This is an optimization exercise on Yosys and OpenROAD, whose aim is small area, a short achievable clock period and few clock cycles per item, not a production implementation.
Function was checked by simulation only, so behaviour that the tests miss may differ from the original.
Power and IR drop assume default switching activity.

run A:
// dcache_top
module dcache_top (
  input  logic                CLK,
  input  logic                nRST,
  input  logic                halt,
  input  logic                dren,
  input  logic                dwen,
  input  cache_cfg_pkg::word_t daddr,
  input  cache_cfg_pkg::word_t dstore,
  output logic                dhit,
  output cache_cfg_pkg::word_t dload,
  output logic                mem_ren,
  output logic                mem_wen,
  output cache_cfg_pkg::word_t mem_addr,
  output cache_cfg_pkg::word_t mem_store,
  input  cache_cfg_pkg::word_t mem_load,
  input  logic                mem_wait,
  output logic                flushed
);
For scale: ~4200 cells after synthesis, about 200 I/O pins.
make LEC_CHECK=0 CAP_MARGIN=20 CORE_MARGIN=2 CORE_UTILIZATION=50 CTS_CLUSTER_DIAMETER=80 CTS_CLUSTER_SIZE=30 PLACE_DENSITY=0.6 SETUP_SLACK_MARGIN=1.8 SLEW_MARGIN=20 finish   # period 7.5 ns
run.sh (not shown) runs the stock make flow with config.mk's settings and CLKGATE_MAP_FILE= SYNTH_SCRIPT=/design/flow/synth_recipe.tcl, a recipe that flattens the netlist after the stock synthesis.
Testbench counts of run A, summed over its fixed seeds: cycles 32,041, accesses 16,000.
## Diff of input files: run B against run A
--- a/flow/design.v
+++ b/flow/design.v
@@ -171,19 +171,19 @@
   logic fill0;
   logic fill0_done;
   logic fill1_done;
   logic wb_done;
   logic bg_wr;
   assign fill0      = st_f0 | (miss & ~vdirty);
   assign fill0_done = fill0 & ~mem_wait;
   assign fill1_done = st_f1 & ~mem_wait;
   assign wb_done    = st_fw1 & ~mem_wait;
-  assign bg_wr      = bg & st_fill & ~mem_wait;
+  assign bg_wr      = bg & ~mem_wait & ((st_f0 & ~skip0 & ~req_word) | (st_f1 & ~skip1 & req_word));
   logic mdone;
   assign mdone = (miss & ~vdirty & dwen) |
                  (miss & ~vdirty & dren & ~req_word & ~mem_wait) |
                  (st_wb1 & ~mem_wait & dwen) |
                  (st_f0 & ~bg & ~mem_wait & dren & ~req_word) |
                  (st_f1 & ~bg & ~mem_wait);
   logic hit_ok;
   assign hit_ok  = hit_any & ~blocked & ~(dwen & bg_wr);
   assign dhit    = req_valid & (hit_ok | mdone);
## What came out
- Status | run B and run A | clean
- [compare] base=run A new=run B: cell area now sits higher; final worst slack now sits lower.
- Run A has lower number of signal-net buffers in the layout than run B.
- Run B vs run A — number of nets in the layout climbed slightly
- Shortest clock period the worst path allows after layout in run B is 69 ps above run A.
Testbench counts of run B, summed over its fixed seeds: cycles 31,353, accesses 16,000.

========
The RTL this note starts from:
==> flow/design.v <==
package cache_cfg_pkg;
  typedef logic [31:0] word_t;
  typedef logic [25:0] tag_t;
  typedef logic [2:0] set_idx_t;
  typedef logic word_sel_t;
  typedef logic [3:0] frame_t;
  localparam int NUM_FRAMES = 16;
  localparam int BYTE_OFFSET_BITS = 2;
endpackage
package cache_ctrl_pkg;
endpackage
`timescale 1ns/1ps
module dcache_top (
  input  logic                CLK,
  input  logic                nRST,
  input  logic                halt,
  input  logic                dren,
  input  logic                dwen,
  input  cache_cfg_pkg::word_t daddr,
  input  cache_cfg_pkg::word_t dstore,
  output logic                dhit,
  output cache_cfg_pkg::word_t dload,
  output logic                mem_ren,
  output logic                mem_wen,
  output cache_cfg_pkg::word_t mem_addr,
  output cache_cfg_pkg::word_t mem_store,
  input  cache_cfg_pkg::word_t mem_load,
  input  logic                mem_wait,
  output logic                flushed
);
  cache_cfg_pkg::word_t data0 [16];
  cache_cfg_pkg::word_t data1 [16];
  cache_cfg_pkg::tag_t  tags  [16];
  logic [15:0] valid;
  logic [15:0] dirty;
  logic [7:0]  lru;
  logic st_wb1;
  logic st_f0;
  logic st_f1;
  logic st_fw1;
  logic st_idle;
  logic st_fill;
  logic bg;
  cache_cfg_pkg::tag_t     pend_tag;
  cache_cfg_pkg::set_idx_t pend_set;
  logic                    pend_way;
  logic [15:0]             pend_dec;
  logic                    skip0;
  logic                    skip1;
  logic        any_dirty;
  logic [3:0]  fl_frame;
  logic [15:0] fl_dec;
  cache_cfg_pkg::tag_t     req_tag;
  cache_cfg_pkg::set_idx_t req_set;
  logic                    req_word;
  logic                    req_valid;
  assign req_tag   = daddr[31:6];
  assign req_set   = daddr[5:3];
  assign req_word  = daddr[2];
  assign req_valid = dren | dwen;
  assign st_idle   = ~(st_wb1 | st_f0 | st_f1 | st_fw1);
  assign st_fill   = st_f0 | st_f1;
  logic [7:0] qdec;
  logic [7:0] sdec;
  always_comb
  begin
    for (int i = 0; i < 8; i++)
    begin
      qdec[i] = (req_set == 3'(i));
      sdec[i] = halt ? (fl_frame[3:1] == 3'(i)) : qdec[i];
    end
    for (int f = 0; f < 16; f++)
    begin
      fl_dec[f]   = (fl_frame == 4'(f));
      pend_dec[f] = ({pend_set, pend_way} == 4'(f));
    end
  end
  logic [15:0] vsel;
  logic [15:0] vdf;
  logic        vway;
  logic        vdirty;
  always_comb
  begin
    vway   = 1'b0;
    vdirty = 1'b0;
    for (int f = 0; f < 16; f++)
    begin
      vsel[f] = (f[0] == lru[f/2]);
      vdf[f]  = vsel[f] & dirty[f];
      vdirty  = vdirty | (qdec[f/2] & vdf[f]);
    end
    for (int i = 0; i < 8; i++)
    begin
      vway = vway | (qdec[i] & lru[i]);
    end
  end
  logic [15:0] match;
  logic [15:0] fhit;
  logic hit0;
  logic hit1;
  logic hit_any;
  always_comb
  begin
    hit0 = 1'b0;
    hit1 = 1'b0;
    for (int f = 0; f < 16; f++)
    begin
      match[f] = valid[f] && (tags[f] == req_tag);
      fhit[f]  = qdec[f/2] & match[f];
    end
    for (int i = 0; i < 8; i++)
    begin
      hit0 = hit0 | fhit[2*i];
      hit1 = hit1 | fhit[2*i+1];
    end
  end
  assign hit_any = hit0 | hit1;
  logic miss;
  assign miss = st_idle & req_valid & ~hit_any;
  logic blocked;
  assign blocked = bg & |(fhit & pend_dec);
  cache_cfg_pkg::word_t rd00;
  cache_cfg_pkg::word_t rd01;
  cache_cfg_pkg::word_t rd10;
  cache_cfg_pkg::word_t rd11;
  always_comb
  begin
    rd00 = '0;
    rd01 = '0;
    rd10 = '0;
    rd11 = '0;
    for (int i = 0; i < 8; i++)
    begin
      rd00 = rd00 | ({32{sdec[i]}} & data0[2*i]);
      rd01 = rd01 | ({32{sdec[i]}} & data1[2*i]);
      rd10 = rd10 | ({32{sdec[i]}} & data0[2*i+1]);
      rd11 = rd11 | ({32{sdec[i]}} & data1[2*i+1]);
    end
  end
  logic [15:0] tsel;
  logic        use_req;
  logic        fl_mode;
  cache_cfg_pkg::tag_t addr_tag;
  always_comb
  begin
    fl_mode  = halt & ~st_fill;
    use_req  = st_idle & ~halt & ~vdirty;
    addr_tag = ({26{use_req}} & req_tag) | ({26{st_fill}} & pend_tag);
    for (int f = 0; f < 16; f++)
    begin
      tsel[f]  = fl_mode ? fl_dec[f] : (qdec[f/2] & vdf[f] & (st_idle | st_wb1));
      addr_tag = addr_tag | ({26{tsel[f]}} & tags[f]);
    end
  end
  logic wb_way;
  logic wb_word;
  assign wb_way  = halt ? fl_frame[0] : vway;
  assign wb_word = st_wb1 | st_fw1;
  assign mem_wen   = (miss & vdirty) | (st_idle & halt & any_dirty) | st_wb1 | st_fw1;
  assign mem_ren   = (miss & ~vdirty) | st_f0 | st_f1;
  assign mem_addr  = {addr_tag, (st_fill ? pend_set : (halt ? fl_frame[3:1] : req_set)), wb_word | st_f1, 2'b00};
  assign mem_store = wb_way ? (wb_word ? rd11 : rd10) : (wb_word ? rd01 : rd00);
  cache_cfg_pkg::word_t dw0;
  cache_cfg_pkg::word_t dw1;
  assign dw0   = req_word ? rd01 : rd00;
  assign dw1   = req_word ? rd11 : rd10;
  assign dload = ({32{hit0}} & dw0) | ({32{hit1}} & dw1) | ({32{~hit_any}} & mem_load);
  logic fill0;
  logic fill0_done;
  logic fill1_done;
  logic wb_done;
  logic bg_wr;
  assign fill0      = st_f0 | (miss & ~vdirty);
  assign fill0_done = fill0 & ~mem_wait;
  assign fill1_done = st_f1 & ~mem_wait;
  assign wb_done    = st_fw1 & ~mem_wait;
  assign bg_wr      = bg & st_fill & ~mem_wait;
  logic mdone;
  assign mdone = (miss & ~vdirty & dwen) |
                 (miss & ~vdirty & dren & ~req_word & ~mem_wait) |
                 (st_wb1 & ~mem_wait & dwen) |
                 (st_f0 & ~bg & ~mem_wait & dren & ~req_word) |
                 (st_f1 & ~bg & ~mem_wait);
  logic hit_ok;
  assign hit_ok  = hit_any & ~blocked & ~(dwen & bg_wr);
  assign dhit    = req_valid & (hit_ok | mdone);
  assign flushed = halt & ~any_dirty & st_idle;
  logic [15:0] st_f;
  logic [15:0] fill_f;
  logic [15:0] we0;
  logic [15:0] we1;
  logic        mem0;
  logic        mem1;
  cache_cfg_pkg::word_t wdata0;
  cache_cfg_pkg::word_t wdata1;
  always_comb
  begin
    for (int f = 0; f < 16; f++)
    begin
      st_f[f]   = dwen & fhit[f] & ~blocked & ~bg_wr;
      fill_f[f] = st_idle ? (qdec[f/2] & vsel[f]) : pend_dec[f];
      we0[f]    = (st_f[f] & ~req_word) | (fill_f[f] & ((fill0_done & ~skip0) | (mdone & dwen & ~req_word)));
      we1[f]    = (st_f[f] & req_word) | (fill_f[f] & ((fill1_done & ~skip1) | (mdone & dwen & req_word)));
    end
  end
  assign mem0   = fill0_done & ~skip0 & ~(st_idle & dwen & ~req_word);
  assign mem1   = fill1_done & ~skip1;
  assign wdata0 = mem0 ? mem_load : dstore;
  assign wdata1 = mem1 ? mem_load : dstore;
  always_ff @(posedge CLK)
  begin
    for (int f = 0; f < 16; f++)
    begin
      if (we0[f])
      begin
        data0[f] <= wdata0;
      end
      if (we1[f])
      begin
        data1[f] <= wdata1;
      end
      if (fill_f[f] && mdone)
      begin
        tags[f] <= req_tag;
      end
    end
  end
  always_ff @(posedge CLK)
  begin
    if (miss)
    begin
      pend_tag <= req_tag;
      pend_set <= req_set;
      pend_way <= vway;
    end
  end
  logic [15:0] dirty_n;
  logic [3:0]  fl_next;
  always_comb
  begin
    for (int f = 0; f < 16; f++)
    begin
      dirty_n[f] = (dirty[f] | st_f[f]) & ~(wb_done & fl_dec[f]);
      if (fill_f[f] && mdone)
      begin
        dirty_n[f] = dwen;
      end
    end
    fl_next = 4'd0;
    for (int f = 15; f >= 0; f--)
    begin
      if (dirty_n[f])
      begin
        fl_next = 4'(f);
      end
    end
  end
  always_ff @(posedge CLK, negedge nRST)
  begin
    if (!nRST)
    begin
      valid     <= '0;
      dirty     <= '0;
      lru       <= '0;
      any_dirty <= 1'b0;
      fl_frame  <= '0;
      st_wb1    <= 1'b0;
      st_f0     <= 1'b0;
      st_f1     <= 1'b0;
      st_fw1    <= 1'b0;
      bg        <= 1'b0;
      skip0     <= 1'b0;
      skip1     <= 1'b0;
    end
    else
    begin
      st_wb1 <= (miss & vdirty & ~mem_wait) | (st_wb1 & mem_wait);
      st_f0  <= (st_wb1 & ~mem_wait) | (st_f0 & mem_wait) | (miss & ~vdirty & dwen & mem_wait);
      st_f1  <= fill0_done | (st_f1 & mem_wait);
      st_fw1 <= (st_idle & halt & any_dirty & ~mem_wait) | (st_fw1 & mem_wait);
      bg <= (bg & ~fill1_done) | (mdone & ~st_f1);
      if (mdone && dwen)
      begin
        skip0 <= ~req_word;
        skip1 <= req_word;
      end
      else if (fill1_done)
      begin
        skip0 <= 1'b0;
        skip1 <= 1'b0;
      end
      dirty     <= dirty_n;
      any_dirty <= |dirty_n;
      fl_frame  <= fl_next;
      for (int f = 0; f < 16; f++)
      begin
        if (fill_f[f] && mdone)
        begin
          valid[f] <= 1'b1;
        end
      end
      for (int i = 0; i < 8; i++)
      begin
        if (qdec[i] && dhit)
        begin
          lru[i] <= hit_any ? hit0 : ~lru[i];
        end
      end
    end
  end
endmodule
Settings: LEC_CHECK=0, CAP_MARGIN=20, CORE_MARGIN=2, CORE_UTILIZATION=50, CTS_CLUSTER_DIAMETER=80, CTS_CLUSTER_SIZE=30, PLACE_DENSITY=0.6, SETUP_SLACK_MARGIN=1.8, SLEW_MARGIN=20; clock period 7.5 ns.
Testbench counts at the start, summed over its fixed seeds: cycles 32,878, accesses 16,000.
Then changed:
--- a/flow/design.v
+++ b/flow/design.v
@@ -40,14 +40,14 @@
   logic st_fw1;
   logic st_idle;
   logic st_fill;
   logic bg;
-  cache_cfg_pkg::tag_t     pend_tag;
   cache_cfg_pkg::set_idx_t pend_set;
   logic                    pend_way;
   logic [15:0]             pend_dec;
   logic                    skip0;
   logic                    skip1;
+  logic                    f0got;
   logic        any_dirty;
   logic [3:0]  fl_frame;
   logic [15:0] fl_dec;
   cache_cfg_pkg::tag_t     req_tag;
@@ -116,10 +116,12 @@
   end
   assign hit_any = hit0 | hit1;
   logic miss;
   assign miss = st_idle & req_valid & ~hit_any;
+  logic pend_hit;
   logic blocked;
-  assign blocked = bg & |(fhit & pend_dec);
+  assign pend_hit = |(fhit & pend_dec);
+  assign blocked  = bg & pend_hit & ~(dwen | (req_word ? skip1 : (skip0 | f0got)));
   cache_cfg_pkg::word_t rd00;
   cache_cfg_pkg::word_t rd01;
   cache_cfg_pkg::word_t rd10;
   cache_cfg_pkg::word_t rd11;
@@ -143,13 +145,13 @@
   cache_cfg_pkg::tag_t addr_tag;
   always_comb
   begin
     fl_mode  = halt & ~st_fill;
-    use_req  = st_idle & ~halt & ~vdirty;
-    addr_tag = ({26{use_req}} & req_tag) | ({26{st_fill}} & pend_tag);
+    use_req  = ~halt & ((st_idle & ~vdirty) | (st_fill & ~bg));
+    addr_tag = {26{use_req}} & req_tag;
     for (int f = 0; f < 16; f++)
     begin
-      tsel[f]  = fl_mode ? fl_dec[f] : (qdec[f/2] & vdf[f] & (st_idle | st_wb1));
+      tsel[f]  = fl_mode ? fl_dec[f] : (bg ? pend_dec[f] : (qdec[f/2] & vdf[f] & (st_idle | st_wb1)));
       addr_tag = addr_tag | ({26{tsel[f]}} & tags[f]);
     end
   end
   logic wb_way;
@@ -173,9 +175,9 @@
   assign fill0      = st_f0 | (miss & ~vdirty);
   assign fill0_done = fill0 & ~mem_wait;
   assign fill1_done = st_f1 & ~mem_wait;
   assign wb_done    = st_fw1 & ~mem_wait;
-  assign bg_wr      = bg & st_fill & ~mem_wait;
+  assign bg_wr      = bg & ~mem_wait & ((st_f0 & ~skip0 & ~req_word) | (st_f1 & ~skip1 & req_word));
   logic mdone;
   assign mdone = (miss & ~vdirty & dwen) |
                  (miss & ~vdirty & dren & ~req_word & ~mem_wait) |
                  (st_wb1 & ~mem_wait & dwen) |
@@ -228,9 +230,8 @@
   always_ff @(posedge CLK)
   begin
     if (miss)
     begin
-      pend_tag <= req_tag;
       pend_set <= req_set;
       pend_way <= vway;
     end
   end
@@ -270,8 +271,9 @@
       st_fw1    <= 1'b0;
       bg        <= 1'b0;
       skip0     <= 1'b0;
       skip1     <= 1'b0;
+      f0got     <= 1'b0;
     end
     else
     begin
       st_wb1 <= (miss & vdirty & ~mem_wait) | (st_wb1 & mem_wait);
@@ -288,8 +290,14 @@
       begin
         skip0 <= 1'b0;
         skip1 <= 1'b0;
       end
+      else if (bg && |(st_f & pend_dec))
+      begin
+        skip0 <= skip0 | ~req_word;
+        skip1 <= skip1 | req_word;
+      end
+      f0got <= (f0got | fill0_done) & ~fill1_done;
       dirty     <= dirty_n;
       any_dirty <= |dirty_n;
       fl_frame  <= fl_next;
       for (int f = 0; f < 16; f++)
What happened: Power hardly moves. Global-route usage is higher by 1.7 points. Worst hold slack improved by 0.032 ns. Wire length rises by a few percent. Cell area is higher slightly. Sequential share of layout area fell by 1.7 points. Core utilization came out higher by 0.77 points. Sequential cell count decreases by 25. First-iteration DRC count climbs by a few percent. Worst setup slack improves by 0.25 ns. Clock power stays flat.
Testbench counts after the change, summed over its fixed seeds: cycles 31,353, accesses 16,000.

what the ideal ports hide:
In the flow no input, the clock included, has a driving cell. The finished layouts below were timed again as built, in two steps. Step 1: set_driving_cell puts a clkbuf_16 on CLK and a buf_2 on each other input, an assumption about the parent block. Step 2 also shifts input and output timing later by t, the mid clock arrival at the registers, as if the neighbouring blocks saw the same clock. Three values: ideal, step 1, step 2; two values: the first two.
| run | t (ns) | setup WS [ns] | clock arrival spread, ns |
|---|---|---|---|
| run A | 0.771 | 1.631 / 1.584 / 1.352 | 0.060 / 0.060 |
| run B | 0.783 | 1.562 / 1.530 / 1.369 | 0.050 / 0.050 |
| the first run of note 2 | 0.772 | 1.284 / 1.224 / 1.008 | 0.049 / 0.049 |
| the second run of note 2 | 0.784 | 1.533 / 1.496 / 1.060 | 0.034 / 0.034 |
After both steps setup and hold are still met in every run listed. For the second run of note 2, which loses most, drivers alone change the setup slack by -0.037 ns; drivers and shift together by -0.473 ns.
